Context: an optimization exercise on an open-source flow, tuned for small area. The choices shown serve that exercise and are no tape-out recipe.
Only simulation tests tie the RTL to the original design; equivalence was not proved.
In every run shown here, the design's own scripts or RTL, not TritonCTS, make the clock network.
No driver is modelled on the clock port, so clock power and skew are understated where the tree is cut down; a real chip needs a root buffer or a tree.
Power figures rest on the tool's default switching activity, not on a simulated workload.

===== flow/flow/c6.abc =====
&get -n
&st
&fraig -x
&syn2
&deepsyn -T 60 -S 2
&dch -f
&nf -a -R 1000
&st
&if -g -K 6
&synch2
&nf -R 1000
&put

===== flow/flow/c3.abc =====
&get -n
&st
&fraig -x
&syn2
&deepsyn -T 60 -S 1
&st
&if -g -K 6
&synch2
&nf -R 1000
&put

===== flow/flow/c4.abc =====
&get -n
&st
&fraig -x
&syn2
&deepsyn -T 60 -S 1
&dch -f
&nf -a -R 1000
&st
&if -g -K 6
&synch2
&nf -R 1000
&put

===== flow/design.v =====
package whp_pkg;
   localparam logic [31:0] TAG_RIFF = 32'h4646_4952;
   localparam logic [31:0] TAG_WAVE = 32'h4556_4157;
   localparam logic [31:0] TAG_FMT  = 32'h2074_6D66;
   localparam logic [31:0] TAG_FACT = 32'h7463_6166;
   localparam logic [31:0] TAG_LIST = 32'h5453_494C;
   localparam logic [31:0] TAG_DATA = 32'h6174_6164;
   localparam logic [2:0] MAX_CHANNELS_RESET = 3'd6;
   localparam logic [3:0] ERR_RIFF_TAG   = 4'd1;
   localparam logic [3:0] ERR_RIFF_SIZE  = 4'd2;
   localparam logic [3:0] ERR_WAVE_TAG   = 4'd3;
   localparam logic [3:0] ERR_FMT_TAG    = 4'd4;
   localparam logic [3:0] ERR_FMT_SIZE   = 4'd5;
   localparam logic [3:0] ERR_FORMAT     = 4'd6;
   localparam logic [3:0] ERR_CHANNELS   = 4'd7;
   localparam logic [3:0] ERR_RATE       = 4'd8;
   localparam logic [3:0] ERR_BITS       = 4'd9;
   localparam logic [3:0] ERR_FACT_SIZE  = 4'd10;
   localparam logic [3:0] ERR_LIST_SIZE  = 4'd11;
   localparam logic [3:0] ERR_CHUNK_TAG  = 4'd12;
   localparam logic [3:0] ERR_DATA_SIZE  = 4'd13;
   localparam logic [3:0] ERR_FLOAT_BITS = 4'd14;
   localparam logic [4:0] PH_HDR    = 5'd0;    
   localparam logic [4:0] PH_TAG_A  = 5'd1;    
   localparam logic [4:0] PH_TAG_B  = 5'd2;    
   localparam logic [4:0] PH_TAG_C  = 5'd3;    
   localparam logic [4:0] PH_TF     = 5'd4;    
   localparam logic [4:0] PH_TL     = 5'd5;    
   localparam logic [4:0] PH_TD     = 5'd6;    
   localparam logic [4:0] PH_SIZEF  = 5'd7;
   localparam logic [4:0] PH_SIZEL  = 5'd8;
   localparam logic [4:0] PH_SIZED  = 5'd9;
   localparam logic [4:0] PH_SKIPF  = 5'd10;
   localparam logic [4:0] PH_SKIPL  = 5'd11;
   localparam logic [4:0] PH_PAYHD  = 5'd12;   
   localparam logic [4:0] PH_PAY    = 5'd13;   
   localparam logic [4:0] PH_LAST   = 5'd14;   
   localparam logic [4:0] PH_DONE   = 5'd16;
endpackage
import whp_pkg::*;
module wav_header_parser (
   input  logic        clock,
   input  logic        reset,
   input  logic        req_valid,
   output logic        req_ready,
   input  logic [7:0]  req_in_byte,
   input  logic        req_start_of_file,
   output logic        rsp_valid,
   input  logic        rsp_ready,
   output logic        rsp_header_done,
   output logic [3:0]  rsp_error_code,
   output logic        rsp_is_payload,
   output logic [7:0]  rsp_payload_byte,
   output logic        rsp_last_payload,
   output logic [2:0]  rsp_num_channels,
   output logic [30:0] rsp_sample_rate,
   output logic [2:0]  rsp_bytes_per_sample,
   output logic [1:0]  rsp_sample_type,
   output logic [31:0] rsp_data_size,
   output logic [31:0] rsp_data_offset,
   input  logic        csr_valid,
   output logic        csr_ready,
   input  logic [2:0]  csr_max_channels
);
   logic [2:0]  max_chan_ff;
   logic        rsp_valid_ff;
   logic [4:0]  ph_ff,   ph_in;
   logic        idx1_ff, idx1_in;
   logic        e_ff,    e_in;
   logic        g_ff,    g_in;
   logic        flt_ff,  flt_in;
   logic [2:0]  chan_ff;
   logic [1:0]  bc_ff;           
   logic [31:0] a_ff, b_ff, o_ff;    
   logic [31:0] bn_ff;    
   logic [31:0] an_ff;    
   logic [31:0] on_ff;    
   logic [30:0] rn_ff;    
   logic        accept, start;
   logic [4:0]  cph;
   logic [31:0] cur_o, o_in;
   logic        o_clr;
   logic [5:0]  pos;
   logic [7:0]  b;
   logic [1:0]  idx;
   logic        cond;
   logic [3:0]  err;
   logic        a_sh, b_sh, b_dec, chan_we, bc_we;
   logic [3:0]  r_we;
   logic        bz1;
   logic [8:0]  cmp;
   logic        hd;
   function automatic logic [7:0] tbyte(input logic [31:0] w, input logic [1:0] i);
      case (i)
         2'd0:    tbyte = w[7:0];
         2'd1:    tbyte = w[15:8];
         2'd2:    tbyte = w[23:16];
         default: tbyte = w[31:24];
      endcase
   endfunction
   assign accept    = req_valid && req_ready;
   assign req_ready = !rsp_valid_ff || rsp_ready;
   assign csr_ready = 1'b1;
   assign start = req_start_of_file;
   assign b     = req_in_byte;
   assign cph   = start ? PH_HDR : ph_ff;
   assign cur_o = start ? 32'd0 : o_ff;
   assign o_clr = reset || (accept && start);
   assign o_in  = o_clr ? {31'h7FFF_FFFF, reset} : (on_ff - {31'd0, accept});
   assign o_ff  = ~on_ff;
   assign pos   = cur_o[5:0];
   assign idx   = {idx1_ff, pos[0]};
   assign b_ff  = ~bn_ff;
   assign a_ff  = ~an_ff;
   assign bz1   = (bn_ff[31:1] == 31'h7FFF_FFFF);
   assign cmp   = {1'b0, a_ff[7:0]} - {1'b0, b} - {8'd0, g_ff};
   logic [7:0]  exp, msk;
   logic        spec, spec_ok, xok, last, pol, xfail;
   logic [3:0]  code;
   logic        fail, e_ok;
   always_comb begin
      exp     = 8'h00;
      msk     = 8'h00;
      spec    = 1'b0;
      spec_ok = 1'b0;
      xok     = 1'b1;
      last    = 1'b0;
      pol     = 1'b0;
      xfail   = 1'b0;
      code    = ERR_CHUNK_TAG;
      case (cph)
         PH_HDR: begin
            case (pos)
               6'd0, 6'd1, 6'd2, 6'd3: begin
                  exp = tbyte(TAG_RIFF, pos[1:0]); msk = 8'hFF; last = (pos == 6'd3);
                  code = ERR_RIFF_TAG;
               end
               6'd4, 6'd5, 6'd6, 6'd7: begin
                  msk = 8'hFF; last = (pos == 6'd7); pol = 1'b1; code = ERR_RIFF_SIZE;
               end
               6'd8, 6'd9, 6'd10, 6'd11: begin
                  exp = tbyte(TAG_WAVE, pos[1:0]); msk = 8'hFF; last = (pos == 6'd11);
                  code = ERR_WAVE_TAG;
               end
               6'd12, 6'd13, 6'd14, 6'd15: begin
                  exp = tbyte(TAG_FMT, pos[1:0]); msk = 8'hFF; last = (pos == 6'd15);
                  code = ERR_FMT_TAG;
               end
               6'd16: begin
                  exp = b[5] ? 8'h28 : 8'h10; msk = 8'hFD; xok = !b[5] || !b[1];
               end
               6'd17, 6'd18, 6'd19: begin msk = 8'hFF; last = (pos == 6'd19); code = ERR_FMT_SIZE; end
               6'd20: begin
                  exp = {{7{b[7]}}, !b[7]}; msk = 8'hFF;
               end
               6'd21: begin msk = 8'hFF; exp = {8{!g_ff}}; last = 1'b1; code = ERR_FORMAT; end
               6'd22: msk = 8'hF8;
               6'd23: begin
                  msk = 8'hFF; last = 1'b1; code = ERR_CHANNELS;
                  xfail = (chan_ff == 3'd0) || (chan_ff > max_chan_ff);
               end
               6'd24, 6'd25, 6'd26, 6'd27: begin
                  msk = 8'hFF; last = (pos == 6'd27); pol = 1'b1; code = ERR_RATE;
                  xfail = b[7];
               end
               6'd34: begin
                  msk = 8'hC7; xok = (b[5:3] != 3'd0) && (!b[5] || b[4:3] == 2'd0);
               end
               6'd35: begin msk = 8'hFF; last = 1'b1; code = ERR_BITS; end
               default: ;
            endcase
         end
         PH_TAG_A, PH_TAG_B, PH_TAG_C: begin
            spec = 1'b1;
            spec_ok = (b == TAG_FACT[7:0] && cph == PH_TAG_A) ||
                      (b == TAG_LIST[7:0] && cph != PH_TAG_C) ||
                      (b == TAG_DATA[7:0]);
         end
         PH_TF: begin msk = 8'hFF; exp = tbyte(TAG_FACT, idx); last = (idx == 2'd3); end
         PH_TL: begin msk = 8'hFF; exp = tbyte(TAG_LIST, idx); last = (idx == 2'd3); end
         PH_TD: begin msk = 8'hFF; exp = tbyte(TAG_DATA, idx); last = (idx == 2'd3); end
         PH_SIZEF, PH_SIZEL, PH_SIZED: begin
            msk = 8'hFF; last = (idx == 2'd3); pol = 1'b1;
            xfail = (cph == PH_SIZED) ? cmp[8] : b[7];
            code  = (cph == PH_SIZEF) ? ERR_FACT_SIZE :
                    (cph == PH_SIZEL) ? ERR_LIST_SIZE : ERR_DATA_SIZE;
         end
         default: ;
      endcase
      cond = spec ? spec_ok : (xok && (((b ^ exp) & msk) == 8'd0));
      e_ok = (e_ff || start) && cond;
      e_in = last || e_ok;
      fail = last && ((pol ? e_ok : !e_ok) || xfail);
   end
   always_comb begin
      ph_in   = cph;
      idx1_in = idx1_ff;
      g_in    = 1'b0;
      flt_in  = flt_ff;
      a_sh    = 1'b0;
      b_sh    = 1'b0;
      b_dec   = 1'b0;
      chan_we = 1'b0;
      bc_we   = 1'b0;
      r_we    = 4'd0;
      err     = fail ? code : 4'd0;
      case (cph)
         PH_HDR: begin
            flt_in  = 1'b0;
            idx1_in = 1'b0;
            case (pos)
               6'd4, 6'd5, 6'd6, 6'd7: a_sh = 1'b1;
               6'd16: b_sh = 1'b1;
               6'd20: g_in = b[0];
               6'd22: chan_we = 1'b1;
               6'd24: r_we[0] = 1'b1;
               6'd25: r_we[1] = 1'b1;
               6'd26: r_we[2] = 1'b1;
               6'd27: r_we[3] = 1'b1;
               6'd34: bc_we = 1'b1;
               6'd35: if (!b_ff[25] && !b_ff[29]) ph_in = PH_TAG_A;
               6'd37: if (b_ff[25]) ph_in = PH_TAG_A;
               6'd59: if (b_ff[29]) ph_in = PH_TAG_A;
               default: ;
            endcase
         end
         PH_TAG_A, PH_TAG_B, PH_TAG_C: begin
            if (b == TAG_FACT[7:0] && cph == PH_TAG_A)      ph_in = PH_TF;
            else if (b == TAG_LIST[7:0] && cph != PH_TAG_C) ph_in = PH_TL;
            else                                            ph_in = PH_TD;
         end
         PH_TF, PH_TL, PH_TD: begin
            idx1_in = idx1_ff ^ pos[0];
            if (idx == 2'd3) begin
               if (cph == PH_TF)      ph_in = PH_SIZEF;
               else if (cph == PH_TL) ph_in = PH_SIZEL;
               else                   ph_in = PH_SIZED;
            end
         end
         PH_SIZEF, PH_SIZEL: begin
            idx1_in = idx1_ff ^ pos[0];
            b_sh    = 1'b1;
            if (idx == 2'd3) begin
               if (cph == PH_SIZEF) begin ph_in = PH_SKIPF; flt_in = 1'b1; end
               else ph_in = PH_SKIPL;
            end
         end
         PH_SIZED: begin
            idx1_in = idx1_ff ^ pos[0];
            b_sh    = 1'b1;
            a_sh    = 1'b1;
            g_in    = cmp[8];
            if (idx == 2'd3) begin
               if (flt_ff && bc_ff != 2'd0) err   = ERR_FLOAT_BITS;
               else                         ph_in = PH_PAYHD;
            end
         end
         PH_SKIPF, PH_SKIPL: begin
            b_dec = 1'b1;
            if (bz1 && pos[0]) ph_in = (cph == PH_SKIPF) ? PH_TAG_B : PH_TAG_C;
         end
         PH_PAYHD, PH_PAY: begin
            a_sh  = 1'b1;
            b_dec = 1'b1;
            ph_in = (bz1 && b_ff[0]) ? PH_LAST : PH_PAY;
         end
         PH_LAST: ph_in = PH_DONE;
         default: ;
      endcase
      if (fail) err = code;
      if (err != 4'd0) ph_in = {1'b1, err};
   end
   always_ff @(posedge clock) begin
      if (reset) begin
         max_chan_ff <= MAX_CHANNELS_RESET;
      end else if (csr_valid) begin
         max_chan_ff <= csr_max_channels;
      end
   end
   always_ff @(posedge clock) begin
      if (reset) begin
         rsp_valid_ff <= 1'b0;
      end else if (accept) begin
         rsp_valid_ff <= 1'b1;
      end else if (rsp_ready) begin
         rsp_valid_ff <= 1'b0;
      end
   end
   always_ff @(posedge clock) begin
      if (reset) begin
         ph_ff <= PH_HDR;
      end else if (accept) begin
         ph_ff <= ph_in;
      end
   end
   always_ff @(posedge clock) begin
      on_ff <= o_in;
   end
   always_ff @(posedge clock) begin
      if (reset)       e_ff <= 1'b1;
      else if (accept) e_ff <= e_in;
   end
   always_ff @(posedge clock) begin
      if (accept && b_sh) bn_ff <= {~b, bn_ff[31:8]};
      else                bn_ff <= bn_ff + {31'd0, accept && b_dec};
   end
   always_ff @(posedge clock) begin
      if (accept) begin
         idx1_ff <= idx1_in;
         g_ff    <= g_in;
         flt_ff  <= flt_in;
         if (chan_we) chan_ff <= b[2:0];
         if (bc_we)   bc_ff   <= b[4:3];
         if (a_sh)    an_ff   <= {~b, an_ff[31:8]};
         if (r_we[0]) rn_ff[7:0]   <= ~b;
         if (r_we[1]) rn_ff[15:8]  <= ~b;
         if (r_we[2]) rn_ff[23:16] <= ~b;
         if (r_we[3]) rn_ff[30:24] <= ~b[6:0];
      end
   end
   assign hd                   = (ph_ff == PH_PAYHD);
   assign rsp_valid            = rsp_valid_ff;
   assign rsp_header_done      = hd;
   assign rsp_error_code       = ph_ff[4] ? ph_ff[3:0] : 4'd0;
   assign rsp_is_payload       = (ph_ff == PH_PAY) || (ph_ff == PH_LAST);
   assign rsp_payload_byte     = rsp_is_payload ? a_ff[31:24] : 8'd0;
   assign rsp_last_payload     = (ph_ff == PH_LAST);
   assign rsp_num_channels     = hd ? chan_ff : 3'd0;
   assign rsp_sample_rate      = hd ? ~rn_ff : 31'd0;
   assign rsp_bytes_per_sample = hd ? {bc_ff == 2'd0, bc_ff} : 3'd0;
   assign rsp_sample_type      = hd ? {flt_ff, !flt_ff && bc_ff != 2'd1} : 2'd0;
   assign rsp_data_size        = hd ? b_ff : 32'd0;
   assign rsp_data_offset      = hd ? o_ff : 32'd0;
endmodule

===== flow/flow/c7.abc =====
&get -n
&st
&fraig -x
&syn2
&deepsyn -T 60 -S 3
&st
&if -g -K 6
&synch2
&nf -R 1000
&put

===== flow/standard.sh =====
#!/bin/bash
# synth_recipe.tcl (not shown) runs the flow's synth.tcl, then flattens the netlist and writes it again
# the make line also repeats each setting of config.mk as NAME=value (left out here)
make -C /OpenROAD-flow-scripts/flow DESIGN_CONFIG=/design/flow/config.mk WORK_HOME=/design/flow/orfs CLKGATE_MAP_FILE= SYNTH_SCRIPT=/design/flow/synth_recipe.tcl "${@:-finish}"

===== flow/flow/reopt.sh =====
#!/bin/bash
# Re-map the combinational logic of the standard synthesis netlist for area.
# Usage: reopt.sh IN.v OUT.v LIB ABC_SCRIPT
# Every flip-flop instance is kept as it is (same instance name, same cell),
# only the logic between them is re-mapped by ABC with an area-oriented script.
set -euo pipefail
IN=$1; OUT=$2; LIB=$3; SCRIPT=$4
DU=""
for c in probe_p_8 probec_p_8 lpflow_bleeder_1 lpflow_clkbufkapwr_1 lpflow_clkbufkapwr_16 \
  lpflow_clkbufkapwr_2 lpflow_clkbufkapwr_4 lpflow_clkbufkapwr_8 lpflow_clkinvkapwr_1 \
  lpflow_clkinvkapwr_16 lpflow_clkinvkapwr_2 lpflow_clkinvkapwr_4 lpflow_clkinvkapwr_8 \
  lpflow_decapkapwr_12 lpflow_decapkapwr_3 lpflow_decapkapwr_4 lpflow_decapkapwr_6 \
  lpflow_decapkapwr_8 lpflow_inputiso0n_1 lpflow_inputiso0p_1 lpflow_inputiso1n_1 \
  lpflow_inputiso1p_1 lpflow_inputisolatch_1 lpflow_isobufsrc_1 lpflow_isobufsrc_16 \
  lpflow_isobufsrc_2 lpflow_isobufsrc_4 lpflow_isobufsrc_8 lpflow_isobufsrckapwr_16 \
  lpflow_lsbuf_lh_hl_isowell_tap_1 lpflow_lsbuf_lh_hl_isowell_tap_2 \
  lpflow_lsbuf_lh_hl_isowell_tap_4 lpflow_lsbuf_lh_isowell_4 lpflow_lsbuf_lh_isowell_tap_1 \
  lpflow_lsbuf_lh_isowell_tap_2 lpflow_lsbuf_lh_isowell_tap_4; do
  DU="$DU -dont_use sky130_fd_sc_hd__$c"
done
SEQ=$(grep -o 'sky130_fd_sc_hd__[a-z0-9_]*' "$IN" | sort -u | grep -E '__(e?dfx|dfr|dfs|dfb|sdf|sedf|dl)' | tr '\n' ' ')
cat > reopt.ys <<EOY
read_liberty -ignore_miss_func $LIB
read_verilog $IN
hierarchy -top wav_header_parser
setattr -mod -set keep_hierarchy 1 $SEQ
flatten
opt_clean -purge
abc -D 6000 -script $SCRIPT -liberty $LIB $DU
opt_clean -purge
hilomap -singleton -hicell sky130_fd_sc_hd__conb_1 HI -locell sky130_fd_sc_hd__conb_1 LO
splitnets
opt_clean -purge
rename -hide w:*.*
opt_clean -purge
tee -o reopt_stat.txt stat -liberty $LIB
select wav_header_parser
write_verilog -noattr -noexpr -nohex -nodec -selected $OUT
EOY
yosys -s reopt.ys

===== flow/flow/c1.abc =====
&get -n
&st
&fraig -x
&syn2
&deepsyn -T 60 -S 0
&st
&if -g -K 6
&synch2
&nf -R 1000
&put

===== flow/constraint.sdc =====
create_clock -name core_clock -period 6.0 [get_ports {clock}]
set_input_delay 1.2000 -clock core_clock [delete_from_list [all_inputs] [get_ports {clock}]]
set_output_delay 1.2000 -clock core_clock [all_outputs]
set_load 0.01 [all_outputs]

===== flow/config.mk =====
export PLATFORM = sky130hd
export DESIGN_NAME = wav_header_parser
export DESIGN_NICKNAME = wav_header_parser
export VERILOG_FILES = /design/flow/design.v
export SDC_FILE = /design/flow/constraint.sdc
export NUM_CORES = 4
export LEC_CHECK = 0
export CAP_MARGIN = 20
export CORE_MARGIN = 2
export CORE_UTILIZATION = 55
export PLACE_DENSITY = 0.65
export SLEW_MARGIN = 20

===== flow/flow/c8.abc =====
&get -n
&st
&fraig -x
&syn2
&deepsyn -T 60 -S 3
&dch -f
&nf -a -R 1000
&st
&if -g -K 6
&synch2
&nf -R 1000
&put

===== flow/flow/c2.abc =====
&get -n
&st
&fraig -x
&syn2
&deepsyn -T 60 -S 0
&dch -f
&nf -a -R 1000
&st
&if -g -K 6
&synch2
&nf -R 1000
&put

===== flow/flow/run.sh =====
#!/bin/bash
# Layout flow: the standard ORFS flow with these layout choices changed:
#  - after the standard synthesis (run unchanged), the combinational logic
#    between the flip-flops is re-mapped by ABC for area (flow/reopt.sh with
#    each of the scripts flow/c*.abc); every flip-flop keeps its instance name
#    and cell. Each re-mapped netlist is checked before placement
#    (flow/check.tcl: buffering and sizing as the layout flow would, then
#    slack and area); of those that reach a worst setup slack of at least
#    0.2 ns, the one with the smallest area is laid out; if none does, the
#    standard netlist is;
#  - each input and output port still gets its own buffer, but a small one
#    (sky130_fd_sc_hd__buf_1) instead of the default pick;
#  - the clock tree: CTS builds it from clkbuf_8 cells without dummy loads,
#    then flow/flat_cts.tcl (run at the end of the CTS step, before its
#    result is written) replaces it by a flat balanced one with fewer
#    buffers: the clock port drives one clkbuf_4, which drives 10 clkbuf_8,
#    each placed at the centre of a cluster of about 15 flip-flops.
# Logs: flow_synth.log, reopt_*/log.txt and reopt_*/check.log, choice.log and
# flow_make.log in the work folder, and every ORFS step's own log under
# orfs/logs/.
set -euo pipefail
W=$(pwd)
PLAT=$FLOW_HOME/platforms/$FLOW_PLATFORM
R=$W/orfs/results/$FLOW_PLATFORM/wav_header_parser/base
LIB=$PLAT/lib/sky130_fd_sc_hd__tt_025C_1v80.lib
export BUFFER_PORTS_ARGS="-buffer_cell sky130_fd_sc_hd__buf_1"
export CTS_ARGS="-sink_clustering_enable -repair_clock_nets -dont_use_dummy_load -buf_list sky130_fd_sc_hd__clkbuf_8 -sink_clustering_size 50 -sink_clustering_max_diameter 100"
export POST_CTS_TCL=$W/flow/flat_cts.tcl
export CTS_FLAT_CLOCK=clock
export CTS_FLAT_N=10
export CTS_FLAT_BUF=sky130_fd_sc_hd__clkbuf_8
export CTS_FLAT_ROOT=sky130_fd_sc_hd__clkbuf_4
if ! command -v yosys > /dev/null; then
  export PATH="$FLOW_HOME/../tools/install/yosys/bin:$PATH"
fi
NP=${NUM_CORES:-4}

bash standard.sh synth > flow_synth.log 2>&1
cp "$R/1_2_yosys.v" "$W/1_2_yosys_standard.v"

remap() {
  local s=$1
  mkdir -p "reopt_$s"
  cd "reopt_$s"
  if bash "$W/flow/reopt.sh" "$W/1_2_yosys_standard.v" "$W/reopt_$s/out.v" "$LIB" \
       "$W/flow/$s.abc" > log.txt 2>&1; then
    PLAT="$PLAT" LIB="$LIB" NETLIST="$W/reopt_$s/out.v" SDC="$W/constraint.sdc" \
      openroad -no_init -exit "$W/flow/check.tcl" > check.log 2>&1 || true
  fi
}

CANDS=$(cd flow && ls c*.abc | sed 's/\.abc$//')
n=0
for s in $CANDS; do
  remap "$s" &
  n=$((n + 1))
  if (( n % NP == 0 )); then wait; fi
done
wait

best=""
best_area=""
: > choice.log
for s in $CANDS; do
  res=$(awk '/^RESULT/ {print $2, $3}' "reopt_$s/check.log" 2>/dev/null || true)
  echo "$s: ${res:-failed}" >> choice.log
  [[ -n "$res" ]] || continue
  slack=${res% *}
  area=${res#* }
  if awk -v s="$slack" 'BEGIN { exit !(s >= 0.2e-9) }'; then
    if [[ -z "$best" ]] || awk -v a="$area" -v b="$best_area" 'BEGIN { exit !(a < b) }'; then
      best=$s
      best_area=$area
    fi
  fi
done
if [[ -n "$best" ]]; then
  echo "chosen: $best" >> choice.log
  cp "reopt_$best/out.v" "$R/1_2_yosys.v"
  rm -f "$R/1_synth.odb" "$R/1_synth.sdc"
else
  echo "chosen: standard netlist" >> choice.log
fi

bash standard.sh finish > flow_make.log 2>&1

===== flow/flow/check.tcl =====
# Estimate, before placement (no wires), how a re-mapped netlist fares once
# the layout flow has repaired it: buffer high fanout nets and size cells for
# setup, then print the worst setup slack and the cell area.
# Reads PLAT, LIB, NETLIST and SDC from the environment.
read_lef $::env(PLAT)/lef/sky130_fd_sc_hd.tlef
read_lef $::env(PLAT)/lef/sky130_fd_sc_hd_merged.lef
read_liberty $::env(LIB)
read_verilog $::env(NETLIST)
link_design wav_header_parser
read_sdc $::env(SDC)
source $::env(PLAT)/setRC.tcl
puts "BEFORE [sta::worst_slack_cmd max] [rsz::design_area]"
repair_design
repair_timing -setup -setup_margin 0.2
puts "RESULT [sta::worst_slack_cmd max] [rsz::design_area]"

===== flow/flow/flat_cts.tcl =====
# Replace the clock tree that CTS built by a flat, balanced one: the clock
# port drives a root buffer (CTS_FLAT_ROOT; without it, the leaves directly),
# which drives CTS_FLAT_N leaf buffers (CTS_FLAT_BUF), each placed at the
# centre of a cluster of flip-flops and driving that cluster's clock pins.
# The clusters come from cutting the flip-flops' placement into parts of near
# equal size. Sourced by ORFS's CTS step (POST_CTS_TCL) before it writes its
# result.
proc flat_cts_collect {net bufs_var sinks_var} {
  upvar $bufs_var bufs
  upvar $sinks_var sinks
  foreach it [$net getITerms] {
    if {![$it isInputSignal] && [$it getIoType] != "INPUT"} { continue }
    set inst [$it getInst]
    set m [[$inst getMaster] getName]
    if {[string match "*clkbuf*" $m] || [string match "*clkinv*" $m] || [string match "*buf_*" $m]} {
      lappend bufs $inst
      foreach ot [$inst getITerms] {
        if {[$ot getIoType] == "OUTPUT" && [$ot getNet] != "NULL"} {
          flat_cts_collect [$ot getNet] bufs sinks
        }
      }
    } else {
      lappend sinks $it
    }
  }
}

proc flat_cts_split {items k} {
  # items: list of {x y iterm}; split into k groups of near equal size by
  # recursively cutting across the wider spread
  if {$k <= 1} { return [list $items] }
  set xs [lmap i $items {lindex $i 0}]
  set ys [lmap i $items {lindex $i 1}]
  set dx [expr {[tcl::mathfunc::max {*}$xs] - [tcl::mathfunc::min {*}$xs]}]
  set dy [expr {[tcl::mathfunc::max {*}$ys] - [tcl::mathfunc::min {*}$ys]}]
  set idx [expr {$dx >= $dy ? 0 : 1}]
  set sorted [lsort -real -index $idx $items]
  set k1 [expr {$k / 2}]
  set k2 [expr {$k - $k1}]
  set h [expr {int(round([llength $sorted] * double($k1) / $k))}]
  set a [lrange $sorted 0 [expr {$h - 1}]]
  set b [lrange $sorted $h end]
  return [concat [flat_cts_split $a $k1] [flat_cts_split $b $k2]]
}

set block [ord::get_db_block]
set clk_net [$block findNet $::env(CTS_FLAT_CLOCK)]
set bufs {}
set sinks {}
flat_cts_collect $clk_net bufs sinks
puts "flat_cts: removing [llength $bufs] clock buffers, [llength $sinks] sinks"
set items {}
foreach it $sinks {
  set inst [$it getInst]
  set loc [$inst getLocation]
  lappend items [list [lindex $loc 0] [lindex $loc 1] $it]
}
# disconnect sinks, delete old buffers and their nets
foreach it $sinks { $it disconnect }
set oldnets {}
foreach inst $bufs {
  foreach ot [$inst getITerms] {
    if {[$ot getIoType] == "OUTPUT" && [$ot getNet] != "NULL"} { lappend oldnets [$ot getNet] }
  }
}
foreach inst $bufs { odb::dbInst_destroy $inst }
foreach n [lsort -unique $oldnets] { if {[$n getName] != [$clk_net getName]} { odb::dbNet_destroy $n } }
set master [[ord::get_db] findMaster $::env(CTS_FLAT_BUF)]
set groups [flat_cts_split $items $::env(CTS_FLAT_N)]
# optional root buffer between the clock port and the leaf buffers
set src_net $clk_net
if {[info exists ::env(CTS_FLAT_ROOT)] && $::env(CTS_FLAT_ROOT) != ""} {
  set rinst [odb::dbInst_create $block [[ord::get_db] findMaster $::env(CTS_FLAT_ROOT)] "clkbuf_flat_root"]
  set src_net [odb::dbNet_create $block "clknet_flat_root"]
  $src_net setSigType CLOCK
  [$rinst findITerm A] connect $clk_net
  [$rinst findITerm X] connect $src_net
  set sx 0; set sy 0
  foreach i $items { set sx [expr {$sx + [lindex $i 0]}]; set sy [expr {$sy + [lindex $i 1]}] }
  $rinst setLocation [expr {int($sx / [llength $items])}] [expr {int($sy / [llength $items])}]
  $rinst setPlacementStatus PLACED
}
set g 0
foreach grp $groups {
  set sx 0; set sy 0
  foreach i $grp { set sx [expr {$sx + [lindex $i 0]}]; set sy [expr {$sy + [lindex $i 1]}] }
  set n [llength $grp]
  set inst [odb::dbInst_create $block $master "clkbuf_flat_$g"]
  set net [odb::dbNet_create $block "clknet_flat_$g"]
  $net setSigType CLOCK
  [$inst findITerm A] connect $src_net
  [$inst findITerm X] connect $net
  foreach i $grp { [lindex $i 2] connect $net }
  $inst setLocation [expr {int($sx / $n)}] [expr {int($sy / $n)}]
  $inst setPlacementStatus PLACED
  puts "flat_cts: clkbuf_flat_$g drives $n sinks"
  incr g
}
detailed_placement

===== flow/flow/c5.abc =====
&get -n
&st
&fraig -x
&syn2
&deepsyn -T 60 -S 2
&st
&if -g -K 6
&synch2
&nf -R 1000
&put

==> results_dict.tcl, run 1 <==
set metrics [dict create \
    syn-instance-count 731 \
    drv_cap 0 \
    antenna_found_initial 0 \
    fillers 1042 \
    drc_errors 0 \
    clock_latency_ns 0.53 \
    die_y_um 115 \
    post_drt_via_cell_ratio 5.79 \
    post-route-min-period_ns 5.29 \
    area_growth_pct 15.1 \
    syn_avg_cell_area_um2 9.19 \
    status "timing/DRC/antenna clean" \
    crit_fanout 16 \
    die_x_um 115 \
    cp.required_ns 6.44 \
    io_buffers 136 \
    grt_pass1_wl_um 28100 \
    reg2reg_depth 18 \
    leakage_uw 0.00255 \
    finalSetupTns_ns 0 \
    firstDrtPassIters 5 \
    skew_ns 0.0109 \
    max_freq_mhz 189 \
    whs_path_depth 0 \
    drive_above_1_share 0.0358 \
    drt-total-wl_um 17800 \
    dpl.hpwl_um 12600 \
    path_class "reg2reg" \
    setup-violations-final 0 \
    arrival_ns 5.73 \
    clk_pin_slew_ns 0.09 \
    synth_warnings 1 \
    synth_nets 748 \
    vias 6033 \
    end_kind "flop" \
    dr.first_iter.drc_count 425 \
    grt_overflow_total 0 \
    finalCritPeriodShare 0.881 \
    hold_viol_final 0 \
    grt_max_degree 98 \
    total_power_uw 2020 \
    diodes 0 \
    vdd_drop_max_mv 0.243 \
    grt_usage 0.266 \
    worst_pin_slew_ns 1.13 \
    drt.antenna.violating_nets 0 \
    crit_path_start_kind "flop" \
    finalMaxSlewViolations 0 \
    fin_nets 914 \
    ios 138 \
    grt_pass1_vias 5598 \
    relSlewSlack 0.234 \
    gp_congestion 1.01 \
    cts_num_sinks 145 \
    power_density_nw_per_um2 261 \
    rows 40 \
    initial_utilization 0.562 \
    syn-cell-area_um2 6720 \
    wl_per_cell_um 17.1 \
    dieArea_um2 13100 \
    rsz0062_at_grt "false" \
    hold_ws_ns 0.422 \
    coreArea_um2 12000 \
    hold_path.class "reg2reg" \
]
## routing by layer
metal / up-vias / part of all wire / GRT usage
li1: 2943 / - / -
met1: 2839 / 0.45 / 0.377
met2: 218 / 0.46 / 0.422
met3: 33 / 0.070 / 0.0476
met4: 0 / 0.020 / 0.0764
met5: - / 0 / 0
## power by group
| part | internal, uW | switching, uW | leakage [uW] |
|---|---|---|---|
| Clock | 155 | 292 | 0.0000765 |
| Sequential | 1140 | 148 | 0.00125 |
| Combinational | 126 | 158 | 0.00122 |
| Total | 1420 | 598 | 0.00255 |
## layout make-up
type | count | area (um2) | share of cell area
sequential | 145 | 3610 | 0.467
multi-input combinational | 569 | 3090 | 0.399
timing repair buffer | 153 | 638 | 0.0825
tap | 147 | 184 | 0.0238
buffer | 11 | 145 | 0.0188
inverter | 17 | 63.8 | 0.00825
## path summary, 6_finish.rpt
path	slack [ns]	end	startpoint
setup reg to reg	0.71	ph_ff[1]$_SDFFE_PP0P_	ph_ff[1]$_SDFFE_PP0P_
hold reg to reg	0.42	an_ff[14]$_DFFE_PP_	an_ff[22]$_DFFE_PP_
setup / recovery	0.71	ph_ff[1]$_SDFFE_PP0P_	ph_ff[1]$_SDFFE_PP0P_
hold / removal	0.42	an_ff[14]$_DFFE_PP_	an_ff[22]$_DFFE_PP_
## stage by stage
stage	worst slack (ns)	std cells	utilization	instance area, um2
3_5_place_dp	0.433	1031	0.634	7590
3_3_place_gp	0.553	1031	0.634	7590
5_1_grt	0.0877	1042	0.647	7730
2_1_floorplan	0.964	731	-	6730
6_report	0.711	1042	0.647	7730
## registers in the layout (all words and copies together), names as in the netlist, 2 cells and up
name         cells
an_ff           32
bn_ff           32
on_ff           32
rn_ff           31
ph_ff            5
chan_ff          3
max_chan_ff      3
bc_ff            2
## worst max-delay path, cell delays in order, from the launching register on
cell	delay [ns]
dfxtp_1	0.67
or2_0	0.26
nor4_1	0.09
nand2_1	0.12
a21oi_1	0.06
a2111oi_1	0.72
o21ai_0	0.29
a211oi_1	0.34
xnor2_1	0.12
a2111oi_0	0.50
o21ai_0	0.15
a21oi_1	0.14
o21ai_0	0.10
a21oi_1	0.23
xnor2_1	0.09
o21ai_0	0.75
nor3_1	0.11
a31o_1	0.22
a221oi_1	0.24
## placed cells by master, fill, tap and decap left out, types with 3 or more instances in the layout
cell / instances
and2_0: 15
nor2_1: 157
clkbuf_8: 10
edfxtp_1: 71
o22ai_1: 4
nor3_1: 17
a211oi_1: 3
nand2_1: 85
nand2b_1: 5
clkinv_1: 17
nand4_1: 8
xor2_1: 20
nor2b_1: 9
or3_1: 10
xnor2_1: 31
nand3b_1: 4
nand3_1: 27
and3_1: 11
dfxtp_1: 74
a21oi_1: 35
or2_0: 6
buf_4: 17
a31oi_1: 11
nor4_1: 11
buf_1: 136
o31ai_1: 11
maj3_1: 3
o21ai_0: 46
nor4b_1: 3
==> run 2, diff against run 1 <==
--- a/flow/flow/run.sh
+++ b/flow/flow/run.sh
@@ -14,6 +14,6 @@
 #    then flow/flat_cts.tcl (run at the end of the CTS step, before its
 #    result is written) replaces it by a flat balanced one with fewer
-#    buffers: the clock port drives one clkbuf_4, which drives 10 clkbuf_8,
-#    each placed at the centre of a cluster of about 15 flip-flops.
+#    buffers: the clock port drives one clkbuf_4, which drives 9 clkbuf_8,
+#    each placed at the centre of a cluster of about 16 flip-flops.
 # Logs: flow_synth.log, reopt_*/log.txt and reopt_*/check.log, choice.log and
 # flow_make.log in the work folder, and every ORFS step's own log under
@@ -28,5 +28,5 @@
 export POST_CTS_TCL=$W/flow/flat_cts.tcl
 export CTS_FLAT_CLOCK=clock
-export CTS_FLAT_N=10
+export CTS_FLAT_N=9
 export CTS_FLAT_BUF=sky130_fd_sc_hd__clkbuf_8
 export CTS_FLAT_ROOT=sky130_fd_sc_hd__clkbuf_4
--- a/flow/config.mk
+++ b/flow/config.mk
@@ -8,5 +8,5 @@
 export CAP_MARGIN = 20
 export CORE_MARGIN = 2
-export CORE_UTILIZATION = 55
-export PLACE_DENSITY = 0.65
+export CORE_UTILIZATION = 65
+export PLACE_DENSITY = 0.75
 export SLEW_MARGIN = 20
==> run 2 against run 1 <==
Compared with the run above:
- critical path depth decreased by 1
- fmax increased by 5.0%
- die area shrank 15%
==> results_dict.tcl, run 2 <==
set metrics [dict create \
    status "timing/DRC/antenna clean" \
    hold_viol_final 0 \
    worst_pin_slew_ns 1.01 \
    power_switching_uw 606 \
    cp_num_buf_inv 0 \
    clk_pin_slew_ns 0.10 \
    power_density_nw_per_um2 261 \
    fin_nets 913 \
    finalSetupTns_ns 0 \
    post-route-min-period_ns 5.04 \
    r2r_start "on_ff[3]$_SDFF_PP1_" \
    io_buffers 136 \
    firstDrtPassIters 5 \
    crit_path_start_kind "flop" \
    reg2reg_setup_slack_ns 0.96 \
    layout_common_cells "157 x nor2_1, 136 x buf_1, 85 x nand2_1" \
    path_class "reg2reg" \
    postPlaceCellArea_um2 7570 \
    hold_path.class "reg2reg" \
    drive_above_1_share 0.0358 \
    post_drt_via_cell_ratio 6.09 \
    max_freq_mhz 199 \
    layout_commonest_cell "nor2_1" \
    syn_avg_cell_area_um2 9.19 \
    end_kind "flop" \
    rows 37 \
    r2r_end "ph_ff[1]$_SDFFE_PP0P_" \
    whs_path_depth 0 \
    area_growth_pct 14.7 \
    drv_cap 0 \
    dpl.hpwl_um 13400 \
    cpPeakStageDelay_ns 0.73 \
    grt_pass1_vias 5864 \
    wl_per_cell_um 18.2 \
    rsz0062_at_grt "false" \
    reg2reg_depth 17 \
    hold_path.startpoint "an_ff[13]$_DFFE_PP_" \
    grt_pass1_wl_um 29600 \
    dieArea_um2 11200 \
    pwr-share-comb 0.150 \
    grt_usage 0.331 \
    coreArea_um2 10200 \
    clock_latency_ns 0.50 \
    ios 138 \
    fin_area_um2 7710 \
    path_cells "nor2_1, a22oi_1, a21oi_1, a2111oi_1, o21ai_0, a211oi_1, xnor2_1, a2111oi_0, o21ai_0, a21oi_1, o21ai_0, a21oi_1, xnor2_1, o21ai_0, nor3_1, a31o_1, a221oi_1" \
    syn-instance-count 731 \
    cts_num_sinks 145 \
    p_sw_frac 0.301 \
    drc_errors 0 \
    cp_top_family "compound AO/OA/AOI/OAI gates" \
    finish.utilization 0.757 \
    relSlewSlack 0.326 \
    drt-total-wl_um 18800 \
    vias 6270 \
    skew_ns 0.00967 \
    diodes 0 \
    setup-violations-final 0 \
    p_clk_frac 0.210 \
    finalMaxSlewViolations 0 \
    dr.first_iter.drc_count 746 \
    die_x_um 106 \
    p_int_uw 1410 \
    initial_utilization 0.660 \
    die_y_um 106 \
    critical-path-slowest-cell "a2111oi_1" \
    largestRegisters "an_ff x32, bn_ff x32, on_ff x32" \
    gp_congestion 1.00 \
    fillers 731 \
    synth_nets 748 \
    finalCritPeriodShare 0.839 \
    drt.antenna.violating_nets 0 \
    p_seq_frac 0.640 \
    grt_overflow_total 0 \
    leakage_uw 0.00254 \
    whs_endpoint "an_ff[5]$_DFFE_PP_" \
    cp.required_ns 6.41 \
    synth_warnings 1 \
    antenna_found_initial 0 \
    crit_path_frequent_cell "o21ai_0" \
    arrival_ns 5.44 \
    syn-cell-area_um2 6720 \
    vdd_drop_max_mv 0.215 \
    crit_fanout 13 \
    grt_max_degree 98 \
]
## run 2: cell type report
class                   count  area, um2  area share
plain buffers              10        131      0.0170
inverters                  17       63.8     0.00827
multi-input cells         569       3100       0.401
flip-flops and latches    145       3610       0.469
well taps                 136        170      0.0221
repair buffers            153        638      0.0827
## run 2: how the worst max path moves through the flow
stage	from	endpoint	slack (ns)	depth (start not counted)
after global placement	req_start_of_file	ph_ff[1]$_SDFFE_PP0P_	0.72	15
after detailed placement	req_start_of_file	ph_ff[1]$_SDFFE_PP0P_	0.58	15
after floorplan	rsp_ready	on_ff[31]$_SDFF_PP1_	0.96	15
final	on_ff[3]$_SDFF_PP1_	ph_ff[1]$_SDFFE_PP0P_	0.96	17
after global routing	on_ff[3]$_SDFF_PP1_	ph_ff[1]$_SDFFE_PP0P_	0.24	17
## run 2: through the flow
| step | hold slack [ns] | worst slack (ns) | cells | total power [uW] |
|---|---|---|---|---|
| 6_report | 0.429 | 0.965 | 1030 | 2010 |
| 3_3_place_gp | 0.401 | 0.716 | 1020 | 1570 |
| 3_5_place_dp | 0.405 | 0.576 | 1020 | 1600 |
| 2_1_floorplan | 0.400 | 0.964 | 731 | 1470 |
| 5_1_grt | 0.433 | 0.236 | 1030 | 2090 |
## run 2: power groups by stage
stage | Sequential [uW] | Combinational, uW | Clock (uW)
finish | 1290 | 301 | 423
global route | 1300 | 334 | 453
detailed placement | 1300 | 291 | 0
global placement | 1290 | 275 | 0
floorplan | 1270 | 199 | 0
## run 2: layer usage
layer / track usage / up-vias / share of wire
met3: 0.0513 / 44 / 0.087
met4: 0.0912 / 0 / 0.024
met5: 0 / - / 0
li1: - / 2940 / -
met2: 0.559 / 334 / 0.48
met1: 0.446 / 2952 / 0.40

[separate check: timing with driven ports]
The results above use ideal ports. As a check the final layouts listed here were re-extracted and re-timed, cells and wires unchanged. Step 1 sets driving cells, clkbuf_16 on the clock port and buf_2 on the other inputs (assumed; they add their load-dependent delay and slew). Step 2 times the ports against the registers' clock, not the clock port: input delays grow and output delays shrink by t, the midpoint of the rising clock arrivals with the driver on. a / b / c = ideal ports / drivers / drivers and shift; a / b = the first two.
| run | t (ns) | setup slack, ns | worst hold slack (ns) | worst register clock-pin slew, ns |
|---|---|---|---|---|
| run 1 | 0.556 | 0.711 / 0.711 / 0.420 | 0.422 / 0.422 / 0.422 | 0.10 / 0.10 |
| run 2 | 0.533 | 0.965 / 0.965 / 0.616 | 0.429 / 0.429 / 0.429 | 0.10 / 0.10 |
After both steps every run listed still meets setup and hold. For run 2, which loses most, drivers alone change the setup slack by 0.000 ns; drivers and shift together by -0.349 ns.
